From an optimization exercise on the open Yosys and OpenROAD flow, aimed at small area and a short achievable clock period; shortcuts taken in it are not production practice.
Function was checked by simulation only, so behaviour that the tests miss may differ from the original.
Power figures rest on the tool's default switching activity, not on a simulated workload.

### flow/design.v
package mips_pkg;
	localparam int word_width = 32;
	localparam int reg_addr_width = 5;
	typedef logic [word_width-1:0] word_t;
	typedef logic [reg_addr_width-1:0] reg_addr_t;
	localparam logic [5:0] op_rtype = 6'b000000;
	localparam logic [5:0] op_lw    = 6'b100011;
	localparam logic [5:0] op_sw    = 6'b101011;
	localparam logic [5:0] op_beq   = 6'b000100;
	localparam logic [5:0] fn_add = 6'b100000;
	localparam logic [5:0] fn_sub = 6'b100010;
	localparam logic [5:0] fn_and = 6'b100100;
	localparam logic [5:0] fn_or  = 6'b100101;
	localparam logic [5:0] fn_slt = 6'b101010;
	typedef struct packed {
		logic alu_src;    
		logic alu_sub;    
		logic alu_and;
		logic alu_or;
		logic alu_slt;
		logic mem_read;
		logic mem_write;
		logic branch;
	} ctrl_t;
endpackage
`timescale 1ns/1ps
module rf_read8 (
	input  logic [7:0] d,
	input  logic [7:0] s,
	output logic       y
);
	assign y = |(d & s);
endmodule
module rf_read7 (
	input  logic [6:0] d,
	input  logic [6:0] s,
	output logic       y
);
	assign y = |(d & s);
endmodule
module register_file (
	input  logic                clk,
	input  logic                reset_n,
	input  logic [31:1]         rs_sel,
	input  logic [31:1]         rt_sel,
	output logic [31:0][3:0]    rs_part,
	output logic [31:0][3:0]    rt_part,
	input  mips_pkg::reg_addr_t wb_addr,    
	input  mips_pkg::word_t     wb_data,
	output logic [31:1]         valid
);
	logic [31:1][31:0] regs;
	always_ff @(posedge clk) begin
		for (int i = 1; i < 32; i++) begin
			if (wb_addr == i[4:0]) begin
				regs[i] <= wb_data;
			end
		end
	end
	always_ff @(posedge clk) begin
		if (!reset_n) begin
			valid <= '0;
		end else begin
			for (int i = 1; i < 32; i++) begin
				if (wb_addr == i[4:0]) begin
					valid[i] <= 1'b1;
				end
			end
		end
	end
	for (genvar b = 0; b < 32; b++) begin : g_bit
		logic [31:1] col;
		for (genvar i = 1; i < 32; i++) begin : g_col
			assign col[i] = regs[i][b];
		end
		for (genvar q = 0; q < 3; q++) begin : g_part
			rf_read8 u_rs (
				.d (col[8 * q + 8 : 8 * q + 1]),
				.s (rs_sel[8 * q + 8 : 8 * q + 1]),
				.y (rs_part[b][q])
			);
			rf_read8 u_rt (
				.d (col[8 * q + 8 : 8 * q + 1]),
				.s (rt_sel[8 * q + 8 : 8 * q + 1]),
				.y (rt_part[b][q])
			);
		end
		rf_read7 u_rs7 (
			.d (col[31:25]),
			.s (rs_sel[31:25]),
			.y (rs_part[b][3])
		);
		rf_read7 u_rt7 (
			.d (col[31:25]),
			.s (rt_sel[31:25]),
			.y (rt_part[b][3])
		);
	end
endmodule
`timescale 1ns/1ps
module reg_predec (
	input  logic [4:0] r,
	output logic [3:0] lo,
	output logic [7:0] hi
);
	always_comb begin
		for (int j = 0; j < 4; j++) lo[j] = (r[1:0] == j[1:0]);
		for (int k = 0; k < 8; k++) hi[k] = (r[4:2] == k[2:0]);
	end
endmodule
module reg_sel (
	input  logic lo,
	input  logic hi,
	input  logic valid,
	output logic sel
);
	assign sel = lo & hi & valid;
endmodule
module rd_merge (
	input  logic [3:0] part,
	input  logic       wb,
	input  logic       use_rf,     
	input  logic       use_wb,     
	output logic       val
);
	assign val = (use_rf & (|part)) | (use_wb & wb);
endmodule
module decode_stage (
	input  logic                clk,
	input  logic                reset_n,
	input  mips_pkg::word_t     instr,
	input  mips_pkg::word_t     pc_plus4,
	output logic [31:1]         rs_sel,
	output logic [31:1]         rt_sel,
	input  logic [31:0][3:0]    rs_part,
	input  logic [31:0][3:0]    rt_part,
	input  logic [31:1]         rf_valid,
	input  mips_pkg::reg_addr_t ex_wb_addr,
	input  mips_pkg::word_t     wb_data,
	output mips_pkg::ctrl_t     id_ctrl,
	output mips_pkg::word_t     id_rs_val,
	output mips_pkg::word_t     id_rt_val,
	output logic [1:0]          id_rs_byp,    
	output logic [1:0]          id_rt_byp,
	output mips_pkg::reg_addr_t id_wb_addr,
	output logic [15:0]         id_imm,
	output mips_pkg::word_t     id_pc,
	output logic                id_valid,   
	output logic                id_a_use,   
	output logic [1:0]          id_b_byp    
);
	logic [5:0] opcode;
	logic [5:0] funct;
	logic fn_ok;
	logic is_r, is_lw, is_sw, is_beq;
	mips_pkg::ctrl_t ctrl;
	mips_pkg::reg_addr_t wb_addr;
	mips_pkg::reg_addr_t rs;
	mips_pkg::reg_addr_t rt;
	logic byp1_rs, byp1_rt, byp2_rs, byp2_rt;
	mips_pkg::word_t rs_val, rt_val;
	assign opcode = instr[31:26];
	assign funct = instr[5:0];
	assign rs = instr[25:21];
	assign rt = instr[20:16];
	assign fn_ok = (funct == mips_pkg::fn_add) || (funct == mips_pkg::fn_sub) ||
		(funct == mips_pkg::fn_and) || (funct == mips_pkg::fn_or) ||
		(funct == mips_pkg::fn_slt);
	assign is_r = (opcode == mips_pkg::op_rtype) && fn_ok;
	assign is_lw = (opcode == mips_pkg::op_lw);
	assign is_sw = (opcode == mips_pkg::op_sw);
	assign is_beq = (opcode == mips_pkg::op_beq);
	always_comb begin
		ctrl = '0;
		ctrl.alu_src = is_lw | is_sw;
		ctrl.alu_sub = is_beq | (is_r & ((funct == mips_pkg::fn_sub) || (funct == mips_pkg::fn_slt)));
		ctrl.alu_and = is_r & (funct == mips_pkg::fn_and);
		ctrl.alu_or = is_r & (funct == mips_pkg::fn_or);
		ctrl.alu_slt = is_r & (funct == mips_pkg::fn_slt);
		ctrl.mem_read = is_lw;
		ctrl.mem_write = is_sw;
		ctrl.branch = is_beq;
	end
	assign wb_addr = is_r ? instr[15:11] : (is_lw ? rt : 5'd0);
	assign byp1_rs = (id_wb_addr != 5'd0) && (id_wb_addr == rs);
	assign byp1_rt = (id_wb_addr != 5'd0) && (id_wb_addr == rt);
	assign byp2_rs = !byp1_rs && (ex_wb_addr != 5'd0) && (ex_wb_addr == rs);
	assign byp2_rt = !byp1_rt && (ex_wb_addr != 5'd0) && (ex_wb_addr == rt);
	logic [3:0] rs_lo, rt_lo;
	logic [7:0] rs_hi, rt_hi;
	reg_predec u_rs_pre (.r (rs), .lo (rs_lo), .hi (rs_hi));
	reg_predec u_rt_pre (.r (rt), .lo (rt_lo), .hi (rt_hi));
	for (genvar i = 1; i < 32; i++) begin : g_sel
		reg_sel u_rs (.lo (rs_lo[i % 4]), .hi (rs_hi[i / 4]), .valid (rf_valid[i]), .sel (rs_sel[i]));
		reg_sel u_rt (.lo (rt_lo[i % 4]), .hi (rt_hi[i / 4]), .valid (rf_valid[i]), .sel (rt_sel[i]));
	end
	for (genvar b = 0; b < 32; b++) begin : g_val
		rd_merge u_rs (
			.part   (rs_part[b]),
			.wb     (wb_data[b]),
			.use_rf (!byp1_rs && !byp2_rs),
			.use_wb (byp2_rs),
			.val    (rs_val[b])
		);
		rd_merge u_rt (
			.part   (rt_part[b]),
			.wb     (wb_data[b]),
			.use_rf (!byp1_rt && !byp2_rt),
			.use_wb (byp2_rt),
			.val    (rt_val[b])
		);
	end
	always_ff @(posedge clk) begin
		id_valid <= reset_n;
		id_a_use <= reset_n && !byp1_rs;
		id_rs_val <= rs_val;
		id_rt_val <= rt_val;
		id_imm <= instr[15:0];
		id_pc <= pc_plus4;
	end
	always_ff @(posedge clk) begin
		if (!reset_n) begin
			id_ctrl <= '0;
			id_rs_byp <= '0;
			id_rt_byp <= '0;
			id_b_byp <= '0;
			id_wb_addr <= '0;
		end else begin
			id_ctrl <= ctrl;
			id_rs_byp <= {byp1_rs & id_ctrl.mem_read, byp1_rs & !id_ctrl.mem_read};
			id_rt_byp <= {byp1_rt & id_ctrl.mem_read, byp1_rt & !id_ctrl.mem_read};
			id_b_byp <= {byp1_rt & id_ctrl.mem_read & !ctrl.alu_src, byp1_rt & !id_ctrl.mem_read & !ctrl.alu_src};
			id_wb_addr <= wb_addr;
		end
	end
endmodule
`timescale 1ns/1ps
module id_ex_out (
	input  logic        clk,
	input  logic [32:0] d,
	output logic [32:0] q
);
	always_ff @(posedge clk) begin
		q <= d;
	end
endmodule
module id_ex (
	input  logic                clk,
	input  logic                reset_n,
	input  logic                id_valid,  
	input  mips_pkg::word_t     result_d,
	input  mips_pkg::word_t     rt_val_d,
	input  mips_pkg::word_t     target_d,
	input  logic                mem_read_d,
	input  logic                mem_write_d,
	input  logic                taken_d,
	input  mips_pkg::reg_addr_t wb_addr_d,
	output mips_pkg::word_t     result_q,
	output mips_pkg::word_t     rt_val_q,
	output mips_pkg::word_t     target_q,
	output logic                mem_read_q,
	output logic                mem_write_q,
	output logic                taken_q,
	output mips_pkg::reg_addr_t wb_addr_q
);
	always_ff @(posedge clk) begin
		result_q <= result_d;
		taken_q <= taken_d;
	end
	always_ff @(posedge clk) begin
		if (!reset_n || !id_valid) begin
			target_q <= '0;
		end else begin
			target_q <= target_d;
		end
	end
	always_ff @(posedge clk) begin
		if (!reset_n) begin
			rt_val_q <= '0;
			mem_read_q <= 1'b0;
			mem_write_q <= 1'b0;
			wb_addr_q <= '0;
		end else begin
			rt_val_q <= rt_val_d;
			mem_read_q <= mem_read_d;
			mem_write_q <= mem_write_d;
			wb_addr_q <= wb_addr_d;
		end
	end
endmodule
`timescale 1ns/1ps
module gate_nor2 (
	input  logic a,
	input  logic b,
	output logic y
);
	assign y = ~(a | b);
endmodule
module gate_xor2 (
	input  logic a,
	input  logic b,
	output logic y
);
	assign y = a ^ b;
endmodule
module gate_inv (
	input  logic a,
	output logic y
);
	assign y = ~a;
endmodule
module gate_aoi221 (
	input  logic a1,
	input  logic a2,
	input  logic b1,
	input  logic b2,
	input  logic c1,
	output logic y
);
	assign y = ~((a1 & a2) | (b1 & b2) | c1);
endmodule
module gate_aoi21 (
	input  logic a1,
	input  logic a2,
	input  logic b1,
	output logic y
);
	assign y = ~((a1 & a2) | b1);
endmodule
module alu_bit_in (
	input  logic       rs_val,
	input  logic       rt_val,
	input  logic       ex_res,
	input  logic       ld,
	input  logic       a_byp_ex,
	input  logic       a_byp_ld,
	input  logic       a_byp_no,     
	input  logic       rt_ok,        
	input  logic       rt_byp_ex,
	input  logic       rt_byp_ld,
	input  logic       b_byp_ex,     
	input  logic       b_byp_ld,
	input  logic       imm,
	input  logic       alu_src,
	input  logic       sub,
	output logic       ax_n,
	output logic       rt,
	output logic       g,
	output logic       p,
	output logic       ps
);
	logic ld_n, ax_early, bb_early, bb_n;
	gate_inv u_ldn (.a (ld), .y (ld_n));
	assign ax_early = (a_byp_no & (rs_val ^ sub)) | (a_byp_ex & (ex_res ^ sub));
	gate_aoi221 u_ax (
		.a1 (a_byp_ld & ~sub), .a2 (ld),
		.b1 (a_byp_ld & sub),  .b2 (ld_n),
		.c1 (ax_early),
		.y  (ax_n)
	);
	assign bb_early = (alu_src ? imm : (rt_ok & rt_val)) | (b_byp_ex & ex_res);
	gate_aoi21 u_bb (
		.a1 (b_byp_ld), .a2 (ld),
		.b1 (bb_early),
		.y  (bb_n)
	);
	assign rt = (rt_ok & rt_val) | (rt_byp_ex & ex_res) | (rt_byp_ld & ld);
	gate_nor2 u_g (.a (ax_n), .b (bb_n), .y (g));
	gate_xor2 u_p (.a (ax_n), .b (bb_n), .y (p));
	assign ps = p ^ sub;
endmodule
module ks_aoi (
	input  logic gi,
	input  logic pi,
	input  logic gj,
	input  logic pj,
	output logic gn,
	output logic pn
);
	assign gn = ~(gi | (pi & gj));
	assign pn = ~(pi & pj);
endmodule
module ks_oai (
	input  logic gin,
	input  logic pin,
	input  logic gjn,
	input  logic pjn,
	output logic g,
	output logic p
);
	assign g = ~(gin & (pin | gjn));
	assign p = ~(pin | pjn);
endmodule
module ks_inv2 (
	input  logic g,
	input  logic p,
	output logic gn,
	output logic pn
);
	assign gn = ~g;
	assign pn = ~p;
endmodule
module alu_bit_out (
	input  logic ps,
	input  logic cn,
	input  logic g,
	input  logic p,
	input  logic sel_sum,
	input  logic sel_and,
	input  logic sel_or,
	output logic result
);
	assign result = (sel_sum & ~(ps ^ cn)) | (sel_and & g) | (sel_or & (g | p));
endmodule
module alu_bit0_out (
	input  logic ps,
	input  logic g,
	input  logic p,
	input  logic p31,
	input  logic cn31,
	input  logic ax31_n,
	input  logic sel_sum,
	input  logic sel_and,
	input  logic sel_or,
	input  logic sel_slt,
	output logic result
);
	assign result = (sel_sum & ps) | (sel_and & g) | (sel_or & (g | p)) |
		(sel_slt & (p31 ? ~cn31 : ax31_n));
endmodule
module execute_stage (
	input  logic                 reset_n,
	input  logic                 id_valid,
	input  logic                 id_a_use,
	input  logic [1:0]           id_b_byp,
	input  mips_pkg::ctrl_t      ctrl,
	input  mips_pkg::word_t      rs_val,
	input  mips_pkg::word_t      rt_val_pre,
	input  mips_pkg::word_t      ex_result,
	input  mips_pkg::word_t      load_data,
	input  logic [1:0]           rs_byp,     
	input  logic [1:0]           rt_byp,
	input  logic [15:0]          imm,
	input  mips_pkg::word_t      pc,
	output mips_pkg::word_t      result,
	output mips_pkg::word_t      rt_val,
	output logic                 branch_taken,
	output mips_pkg::word_t      branch_target
);
	mips_pkg::word_t ext;
	mips_pkg::word_t ax_n;
	mips_pkg::word_t g;
	mips_pkg::word_t p;
	mips_pkg::word_t ps;
	logic [31:1] cn;
	logic sel_sum, sel_and, sel_or, sel_slt;
	assign ext = {{16{imm[15]}}, imm};
	for (genvar i = 0; i < 32; i++) begin : g_in
		alu_bit_in u_in (
			.rs_val    (rs_val[i]),
			.rt_val    (rt_val_pre[i]),
			.ex_res    (ex_result[i]),
			.ld        (load_data[i]),
			.a_byp_ex  (rs_byp[0]),
			.a_byp_ld  (rs_byp[1]),
			.a_byp_no  (id_a_use),
			.rt_ok     (id_valid),
			.rt_byp_ex (rt_byp[0]),
			.rt_byp_ld (rt_byp[1]),
			.b_byp_ex  (id_b_byp[0]),
			.b_byp_ld  (id_b_byp[1]),
			.imm       (ext[i]),
			.alu_src   (ctrl.alu_src),
			.sub       (ctrl.alu_sub),
			.ax_n      (ax_n[i]),
			.rt        (rt_val[i]),
			.g         (g[i]),
			.p         (p[i]),
			.ps        (ps[i])
		);
	end
	logic [30:0] lg [0:5];
	logic [30:0] lp [0:5];
	assign lg[0] = g[30:0];
	assign lp[0] = p[30:0];
	for (genvar l = 0; l < 5; l++) begin : g_lvl
		for (genvar k = 0; k < 31; k++) begin : g_pos
			if (k >= (1 << l)) begin : g_comb
				if ((l % 2) == 0) begin : g_aoi
					ks_aoi u_c (
						.gi (lg[l][k]),
						.pi (lp[l][k]),
						.gj (lg[l][k - (1 << l)]),
						.pj (lp[l][k - (1 << l)]),
						.gn (lg[l + 1][k]),
						.pn (lp[l + 1][k])
					);
				end else begin : g_oai
					ks_oai u_c (
						.gin (lg[l][k]),
						.pin (lp[l][k]),
						.gjn (lg[l][k - (1 << l)]),
						.pjn (lp[l][k - (1 << l)]),
						.g   (lg[l + 1][k]),
						.p   (lp[l + 1][k])
					);
				end
			end else begin : g_pass
				ks_inv2 u_c (
					.g  (lg[l][k]),
					.p  (lp[l][k]),
					.gn (lg[l + 1][k]),
					.pn (lp[l + 1][k])
				);
			end
		end
	end
	assign cn = lg[5];
	assign sel_sum = reset_n & ~ctrl.alu_and & ~ctrl.alu_or & ~ctrl.alu_slt;
	assign sel_and = reset_n & ctrl.alu_and;
	assign sel_or = reset_n & ctrl.alu_or;
	assign sel_slt = reset_n & ctrl.alu_slt;
	alu_bit0_out u_out0 (
		.ps      (ps[0]),
		.g       (g[0]),
		.p       (p[0]),
		.p31     (p[31]),
		.cn31    (cn[31]),
		.ax31_n  (ax_n[31]),
		.sel_sum (sel_sum),
		.sel_and (sel_and),
		.sel_or  (sel_or),
		.sel_slt (sel_slt),
		.result  (result[0])
	);
	for (genvar i = 1; i < 32; i++) begin : g_out
		alu_bit_out u_out (
			.ps      (ps[i]),
			.cn      (cn[i]),
			.g       (g[i]),
			.p       (p[i]),
			.sel_sum (sel_sum),
			.sel_and (sel_and),
			.sel_or  (sel_or),
			.result  (result[i])
		);
	end
	assign branch_taken = reset_n & ctrl.branch & ~lp[5][30] & p[31];
	assign branch_target = pc + {ext[29:0], 2'b00};
endmodule
`timescale 1ns/1ps
module datapath_top (
	input  logic            clk,
	input  logic            reset_n,
	input  mips_pkg::word_t instr,
	input  mips_pkg::word_t pc_plus4,
	input  mips_pkg::word_t load_data,
	output mips_pkg::word_t alu_result,
	output mips_pkg::word_t mem_addr,
	output mips_pkg::word_t mem_wdata,
	output logic            mem_read,
	output logic            mem_write,
	output logic            branch_taken,
	output mips_pkg::word_t branch_target
);
	mips_pkg::ctrl_t id_ctrl;
	logic [31:1] rs_sel;
	logic [31:1] rt_sel;
	mips_pkg::word_t id_rs_val;
	mips_pkg::word_t id_rt_val;
	logic [1:0] id_rs_byp;
	logic [1:0] id_rt_byp;
	mips_pkg::reg_addr_t id_wb_addr;
	logic [15:0] id_imm;
	mips_pkg::word_t id_pc;
	logic id_valid;
	logic id_a_use;
	logic [1:0] id_b_byp;
	logic [31:1] rf_valid;
	mips_pkg::word_t wb_data;
	logic [31:0][3:0] rs_part;
	logic [31:0][3:0] rt_part;
	mips_pkg::word_t op_rt;
	mips_pkg::word_t result_d;
	mips_pkg::word_t target_d;
	logic taken_d;
	mips_pkg::word_t ex_result;
	logic ex_mem_read;
	logic mem_read_d_rst;
	mips_pkg::word_t result_out;
	mips_pkg::reg_addr_t ex_wb_addr;
	decode_stage u_decode_stage (
		.clk        (clk),
		.reset_n    (reset_n),
		.instr      (instr),
		.pc_plus4   (pc_plus4),
		.rs_sel     (rs_sel),
		.rt_sel     (rt_sel),
		.rs_part    (rs_part),
		.rt_part    (rt_part),
		.rf_valid   (rf_valid),
		.ex_wb_addr (ex_wb_addr),
		.wb_data    (wb_data),
		.id_ctrl    (id_ctrl),
		.id_rs_val  (id_rs_val),
		.id_rt_val  (id_rt_val),
		.id_rs_byp  (id_rs_byp),
		.id_rt_byp  (id_rt_byp),
		.id_wb_addr (id_wb_addr),
		.id_imm     (id_imm),
		.id_pc      (id_pc),
		.id_valid   (id_valid),
		.id_a_use   (id_a_use),
		.id_b_byp   (id_b_byp)
	);
	register_file u_register_file (
		.clk     (clk),
		.reset_n (reset_n),
		.rs_sel    (rs_sel),
		.rt_sel    (rt_sel),
		.rs_part   (rs_part),
		.rt_part   (rt_part),
		.wb_addr (ex_wb_addr),
		.wb_data (wb_data),
		.valid   (rf_valid)
	);
	assign wb_data = ex_mem_read ? load_data : ex_result;
	execute_stage u_execute_stage (
		.reset_n       (reset_n),
		.id_valid      (id_valid),
		.id_a_use      (id_a_use),
		.id_b_byp      (id_b_byp),
		.ctrl          (id_ctrl),
		.rs_val        (id_rs_val),
		.rt_val_pre    (id_rt_val),
		.ex_result     (ex_result),
		.load_data     (load_data),
		.rs_byp        (id_rs_byp),
		.rt_byp        (id_rt_byp),
		.rt_val        (op_rt),
		.imm           (id_imm),
		.pc            (id_pc),
		.result        (result_d),
		.branch_taken  (taken_d),
		.branch_target (target_d)
	);
	id_ex u_id_ex (
		.clk         (clk),
		.reset_n     (reset_n),
		.id_valid    (id_valid),
		.result_d    (result_d),
		.rt_val_d    (op_rt),
		.target_d    (target_d),
		.mem_read_d  (id_ctrl.mem_read),
		.mem_write_d (id_ctrl.mem_write),
		.taken_d     (taken_d),
		.wb_addr_d   (id_wb_addr),
		.result_q    (ex_result),
		.rt_val_q    (mem_wdata),
		.target_q    (branch_target),
		.mem_read_q  (ex_mem_read),
		.mem_write_q (mem_write),
		.taken_q     (branch_taken),
		.wb_addr_q   (ex_wb_addr)
	);
	assign mem_read_d_rst = reset_n & id_ctrl.mem_read;
	id_ex_out u_id_ex_out (
		.clk (clk),
		.d   ({mem_read_d_rst, result_d}),
		.q   ({mem_read, result_out})
	);
	assign alu_result = result_out;
	assign mem_addr = result_out;
endmodule
### flow/flow/run.sh
#!/bin/bash
# The standard flow, with plain buffers (not delay cells) on the ports, the
# resizer free to swap cell footprints, and a clock tree of smaller buffers
# without dummy loads. synthesis runs unchanged first.
set -euo pipefail
bash standard.sh synth > flow_synth.log 2>&1
bash standard.sh MATCH_CELL_FOOTPRINT=0 \
  "BUFFER_PORTS_ARGS=-buffer_cell sky130_fd_sc_hd__buf_2" \
  "CTS_ARGS=-sink_clustering_enable -repair_clock_nets -dont_use_dummy_load -buf_list sky130_fd_sc_hd__clkbuf_8" \
  finish > flow_layout.log 2>&1
### flow/standard.sh
#!/bin/bash
# synth_recipe.tcl (not shown) runs the flow's synth.tcl, then flattens the netlist and writes it again
# the make line also repeats each setting of config.mk as NAME=value (left out here)
make -C /OpenROAD-flow-scripts/flow DESIGN_CONFIG=/design/flow/config.mk WORK_HOME=/design/flow/orfs CLKGATE_MAP_FILE= SYNTH_SCRIPT=/design/flow/synth_recipe.tcl "${@:-finish}"
### flow/config.mk
export PLATFORM = sky130hd
export DESIGN_NAME = datapath_top
export DESIGN_NICKNAME = datapath_top
export VERILOG_FILES = /design/flow/design.v
export SDC_FILE = /design/flow/constraint.sdc
export NUM_CORES = 4
export LEC_CHECK = 0
export CAP_MARGIN = 20
export CORE_MARGIN = 2
export CORE_UTILIZATION = 40
export SETUP_SLACK_MARGIN = 4.7
export SLEW_MARGIN = 20
export SYNTH_HIERARCHICAL = 1
export TNS_END_PERCENT = 10
### flow/constraint.sdc
create_clock -name core_clock -period 7.5 [get_ports {clk}]
set_input_delay 1.5000 -clock core_clock [delete_from_list [all_inputs] [get_ports {clk}]]
set_output_delay 1.5000 -clock core_clock [all_outputs]
set_load 0.01 [all_outputs]
==> impl_metrics.ini, run 1 <==
[grt]
first_pass_grt_wire_length_mm = 290
grt_start_max_net_pins = 67
grt_antenna_before_repair = 6
grt_pass1_vias = 42100
grt.total_usage_pct = 27.0
global_route.overflow_total = 0

[sta]
rsz0062_at_grt = yes
report.final.hold_viol_count = 0
skew_ns = 0.0695
max-slew-margin-rel_pct = 34.3
period_minus_slack_ns = 3.14
setup_slack_ns = 4.36
number_of_endpoints_failing_setup_at_the_final_stage = 0
hold_slack_ns = 0.441
final_max_slew_viol_count = 0
timing.setup.tns_ns = 0
fmaxAchievable_mhz = 319
timing.final.crit_share_pct = 41.8
tightestPinTransition_ns = 0.986

[clock_network]
cell_at_the_root_of_the_clock_tree = sky130_fd_sc_hd__clkbuf_8
clkTransAtPathRegs_ns = 0.05
clock_tree.htree_level_count = 4
clk-insertion-delay-late_ns = 0.94
cts_hold_repair.buffers = 0
clock_tree.buffer_depth = 3
cts_inserted_buffers = 202
cts_num_sinks = 1293
tritoncts = built

[routing]
final_antenna_net_count = 0
wl_per_cell_um = 30.5
drtIter0Drc = 6869
route.detailed.vias_per_inst = 6.55
detail_route.first_pass.iterations = 7
drt_drc_violations_left = 0
vias = 44100
totalWireLength_mm = 205

[floorplan]
rows = 137
floorplan.die.height_um = 380
io_pins = 229
fp.coreArea_um2 = 140000
die_area_um2 = 144000
starting_density_pct = 40.4
die_width_um = 380

[hold_path]
hold_end = u_id_ex.mem_write_q
worst_hold_path.num_cells = 1
start_point_of_the_worst_min_delay_path = u_decode_stage.id_ctrl[1]
holdCritPathClass = flop to flop

[finish]
post_route_cells_drive_above_1_share_pct = 24.0
layout_commonest_cell = sky130_fd_sc_hd__edfxtp_1
numnets_final = 4986
fillCellCount = 12400
layout-area-overhead-vs-synth_pct = 17.2
most-common-layout-cells = 992 x sky130_fd_sc_hd__edfxtp_1, 953 x sky130_fd_sc_hd__a22oi_1, 288 x sky130_fd_sc_hd__dfxtp_1, 270 x sky130_fd_sc_hd__nand2_1, 220 x sky130_fd_sc_hd__buf_2

[worst_setup_path]
timing.setup.critical_path_class = input port to flop
timing.critical_path.fanout_max = 32
worst_ep_arrival_time_ns = 3.90
setup.worst_path.start_class = input port
rrSetupSlack_ns = 4.40
rr_endpoint = u_id_ex_out.q[28]
regToRegStartpoint = u_decode_stage.id_a_use
timing.reg2reg.worst_path_depth = 13
setup.worst_path.end_class = flop
critical_path.startpoint = instr[25]
critical_path_required_ns = 8.26

[status]
status = complete, no violations

[synth]
post_synth.cell_area_avg_um2 = 13.2
synth.yosys.warnings = 16
syn-instance-count = 4278
synth.net_count = 4406
synthesis.area_um2 = 56500

[run]
cap_viol_max_count = 0

[placement]
routabilityCongestion = 0.917
port_buffers = 228
place_ws_ns = 3.28
dp.final_hpwl_mm = 127

[power_and_ir_drop]
irDropWorstVdd_v = 0.000127
p_leak_nw = 23.2
power_density_nw_per_um2 = 195
==> metal layers <==
layer | up-vias | GRT usage, % | part of all wire (%)
met2 | 3025 | 44.0 | 47
met3 | 491 | 6.51 | 11
li1 | 18700 | - | -
met5 | - | 0 | 0.019
met4 | 6 | 10.5 | 3.7
met1 | 21900 | 34.8 | 38
==> critical path, stage by stage <==
cell and delay [ns]:
sky130_fd_sc_hd__buf_2 0.24, sky130_fd_sc_hd__and3b_2 0.27, sky130_fd_sc_hd__and3_1 0.17, sky130_fd_sc_hd__buf_6 0.20, sky130_fd_sc_hd__a22oi_1 0.23, sky130_fd_sc_hd__nand4_1 0.22, sky130_fd_sc_hd__o41ai_1 0.92, sky130_fd_sc_hd__nand2_1 0.09
==> sequential cells by signal, summed over array words and instances, names as in the netlist, 8 cells and up <==
signal,flops
u_register_file.regs,992
u_decode_stage.id_imm,16
u_decode_stage.id_ctrl,8
u_decode_stage.id_rt_val,32
u_register_file.valid,31
u_decode_stage.id_pc,32
u_decode_stage.id_rs_val,32
u_id_ex.result_q,32
u_id_ex_out.q,33
u_id_ex.target_q,32
u_id_ex.rt_val_q,32
==> cell type report <==
cell class                 instances  area [um2]  area share [%]
sequential                      1293       35800            54.1
multi-input combinational       2849       21700            32.8
timing repair buffer             439        3230            4.87
clock buffer                     202        2780            4.20
tap                             1876        2350            3.55
inverter                          73         284           0.429
antenna                            3        7.51          0.0113
==> worst max path at each step <==
| stage | to | slack [ns] | depth (start not counted) |
|---|---|---|---|
| 6_report | u_decode_stage.id_rs_val[6] | 4.36 | 8 |
| 5_1_grt | u_id_ex.result_q[0] | 4.32 | 12 |
| 4_1_cts | alu_result[8] | 4.45 | 1 |
| 3_5_place_dp | u_decode_stage.id_rs_val[22] | 3.28 | 8 |
| 3_3_place_gp | u_decode_stage.id_rs_val[22] | 3.34 | 8 |
| 2_1_floorplan | u_id_ex.result_q[0] | 4.34 | 10 |
==> per-stage QoR <==
stage          cell area, um2  instances  util (%)  power (mW)
2_1_floorplan           56800       4278         -        8.04
3_3_place_gp            61000       6438      43.6        8.17
3_5_place_dp            61000       6438      43.6        8.18
4_1_cts                 65200       6706      46.6        13.0
5_1_grt                 66200       6735      47.3        13.3
6_report                66200       6735      47.3        12.9
==> where the power goes <==
part / internal, mW / switching [mW] / leakage, nW / total, mW
Clock: 2.36 / 2.49 / 1.45 / 4.85
Combinational: 0.155 / 0.244 / 9.33 / 0.399
Sequential: 7.66 / 0.0246 / 12.4 / 7.69
==> timing repair <==
item | in CTS | in global routing
buffers inserted | 59 | 23
gates cloned | 7 | 3
pin swaps | 61 | 53
endpoints found under the setup margin | 270 | 273
gates resized for setup | 173 | 151
==> run 2: changes to the inputs <==
==> flow/flow/run.sh (replaced) <==
#!/bin/bash
# The standard flow, with plain buffers (not delay cells) on the ports, the
# resizer free to swap cell footprints, and a clock tree of smaller buffers
# under a large root buffer, without dummy loads. synthesis runs unchanged
# first.
set -euo pipefail
bash standard.sh synth > flow_synth.log 2>&1
bash standard.sh MATCH_CELL_FOOTPRINT=0 \
  "BUFFER_PORTS_ARGS=-buffer_cell sky130_fd_sc_hd__buf_2" \
  "CTS_ARGS=-sink_clustering_enable -repair_clock_nets -dont_use_dummy_load -root_buf sky130_fd_sc_hd__clkbuf_16 -buf_list sky130_fd_sc_hd__clkbuf_8" \
  finish > flow_layout.log 2>&1
--- a/flow/config.mk
+++ b/flow/config.mk
@@ -11,4 +11,3 @@
 export SETUP_SLACK_MARGIN = 4.7
 export SLEW_MARGIN = 20
 export SYNTH_HIERARCHICAL = 1
-export TNS_END_PERCENT = 10
==> impl_metrics.ini, run 2 <==
[clock_network]
cell_at_the_root_of_the_clock_tree = sky130_fd_sc_hd__clkbuf_16
cts_hold_repair.buffers = 0
cts_num_sinks = 1293
clkTransAtPathRegs_ns = 0.06
clk-insertion-delay-late_ns = 0.81
cts_inserted_buffers = 201
clock_tree.buffer_depth = 3
tritoncts = built
clock_tree.htree_level_count = 4

[power_and_ir_drop]
p_sw_mw = 2.86
p_seq_share_pct = 58.8
irDropWorstVdd_v = 0.000193
internal_power_mw = 10.2
power.clock.fraction_pct = 37.5
power.share.switching_pct = 21.9
p_leak_nw = 24.6
power.total_mw = 13.1
power_density_nw_per_um2 = 187
combinational_group_share_of_total_power_pct = 3.8

[routing]
route.detailed.vias_per_inst = 6.87
route.met3.wl_mm = 32.9
detail_route.wirelength.met1_mm = 83.2
metal2_wl_mm = 110
totalWireLength_mm = 246
vias = 47600
wl_per_cell_um = 35.5
drt_drc_violations_left = 0
drtIter0Drc = 8785
final_antenna_net_count = 0
maxUsedRoutingLayer = met5
detail_route.first_pass.iterations = 10

[placement]
routabilityCongestion = 0.909
dp.final_hpwl_mm = 126
place.detailed.instances = 6399
port_buffers = 228

[floorplan]
starting_density_pct = 40.4
die_area_um2 = 144000
io_pins = 229
rows = 137
fp.coreArea_um2 = 140000
die_width_um = 380
floorplan.die.height_um = 380

[synth]
synthesis.area_um2 = 56500
synth.net_count = 4406
post_synth.cell_area_avg_um2 = 13.2
synth.yosys.warnings = 16
syn-instance-count = 4278

[sta]
report.final.hold_viol_count = 0
final_max_slew_viol_count = 0
tightestPinTransition_ns = 1.01
rsz0062_at_grt = yes
timing.final.crit_share_pct = 41.3
timing.setup.tns_ns = 0
max-slew-margin-rel_pct = 32.9
period_minus_slack_ns = 3.09
fmaxAchievable_mhz = 323
skew_ns = 0.104
number_of_endpoints_failing_setup_at_the_final_stage = 0

[worst_setup_path]
timing.setup.critical_path_class = input port to flop
crit_slowest_cell = sky130_fd_sc_hd__o41ai_2
delay_of_the_slowest_critical_path_stage_ns = 0.53
crit_family = simple AND/OR/NAND/NOR gates
critical_path.most_common_cell = sky130_fd_sc_hd__buf_12
cp_cell_sequence = buf_12 -> and3b_2 -> and3_4 -> buf_12 -> a22oi_1 -> nand4_1 -> o41ai_2 -> nand2_1
setup.worst_path.start_class = input port
setup.worst_path.end_class = flop
timing.critical_path.fanout_max = 15
critPathBufInv = 2
critical_path_required_ns = 8.08
worst_ep_arrival_time_ns = 3.68

[finish]
largest_registers = u_register_file.regs: 992 flops, u_id_ex_out.q: 33 flops
largest-register = u_register_file.regs
fillCellCount = 12000
largest_register_ffs = 992
seq_area_um2 = 35900
layout_commonest_cell = sky130_fd_sc_hd__edfxtp_1
layout-area-overhead-vs-synth_pct = 23.9
non_filler_instance_count_after_layout = 6925
multi_input_area_um2 = 23500
numnets_final = 5171
post_route_cells_drive_above_1_share_pct = 30.8
most-common-layout-cells = 992 x sky130_fd_sc_hd__edfxtp_1, 920 x sky130_fd_sc_hd__a22oi_1, 280 x sky130_fd_sc_hd__dfxtp_1, 261 x sky130_fd_sc_hd__nand2_1, 243 x sky130_fd_sc_hd__buf_4

[hold_path]
holdCritPathClass = flop to flop

[grt]
grt_antenna_before_repair = 7
global_route.overflow_total = 0
first_pass_grt_wire_length_mm = 324
grt_pass1_vias = 44300
grt.total_usage_pct = 30.9
grt_start_max_net_pins = 72

[status]
status = complete, no violations

[run]
cap_viol_max_count = 0
==> run 2: worst paths after layout <==
check                             from                            to  slack [ns]  cells after the start
max                          instr[25]  u_decode_stage.id_rs_val[10]        4.41                      8
min          u_decode_stage.id_ctrl[1]           u_id_ex.mem_write_q        0.44                      1
max reg2reg  u_decode_stage.id_ctrl[6]              u_id_ex_out.q[0]        4.53                     13
min reg2reg  u_decode_stage.id_ctrl[1]           u_id_ex.mem_write_q        0.44                      1
==> run 2: area by class of cell <==
cell class,instances,area share [%]
clock buffers,201,3.97
well taps,1876,3.36
inverters,73,0.417
diodes,8,0.0286
flip-flops and latches,1293,51.3
repair buffers,584,7.36
multi-input cells,2890,33.6
==> run 2: power by group through the flow <==
stage | clock (mW) | sequential [mW] | combinational (mW)
2_1_floorplan | 0 | 7.84 | 0.200
3_3_place_gp | 0 | 7.84 | 0.343
3_5_place_dp | 0 | 7.84 | 0.349
4_1_cts | 4.94 | 7.69 | 0.429
5_1_grt | 5.23 | 7.68 | 0.519
6_report | 4.90 | 7.69 | 0.495
==> run 2: stage by stage <==
stage | setup slack, ns | hold slack [ns] | util, % | cell area, um2
final | 4.41 | 0.441 | 50.0 | 69900
after global routing | 4.48 | 0.457 | 50.0 | 69900
after CTS | 4.57 | 0.444 | 48.0 | 67100
after detailed placement | 3.20 | 0.431 | 43.6 | 61000
after global placement | 3.16 | 0.430 | 43.6 | 61000
after floorplan | 4.34 | 0.412 | - | 57100
==> run 2: routing by layer <==
layer / track usage, % / up-vias
li1: - / 19200
met1: 37.8 / 23300
met2: 47.2 / 4092
met3: 9.74 / 947
met4: 20.4 / 4
met5: 0 / -
==> run 2: what timing repair did <==
item | CTS | global route
hold endpoints to repair | 0 | 0
buffers inserted | 123 | 128
gates resized for setup | 407 | 251
endpoints found under the setup margin | 171 | 150
pin swaps | 157 | 163
gates cloned | 43 | 23

## re-timing with driven ports
Ports are ideal in the flow. The routed layouts listed here were re-timed in OpenROAD.
Step 1 assumes that a clkbuf_16 drives the clock port and a buf_2 every other input.
Step 2 adds t to the input delays and takes it off the output delays; t is the mean of the earliest and latest rising clock arrival at the registers after step 1. Input paths then give back, and output paths get back, about the clock's delay inside the block.
a / b / c = no drivers / after step 1 / after step 2; a / b = the first two.
run | t, ns | setup WS [ns] | worst setup path at the end | slew at the worst register clock pin (ns)
run 1 | 0.976 | 4.362 / 4.399 / 3.437 | input to register | 0.07 / 0.07
run 2 | 0.829 | 4.406 / 4.429 / 3.600 | input to register | 0.07 / 0.07
After both steps setup and hold are still met in every run listed. The setup slack of run 1, which loses most, moves by +0.037 ns with the drivers and by -0.925 ns with both steps.
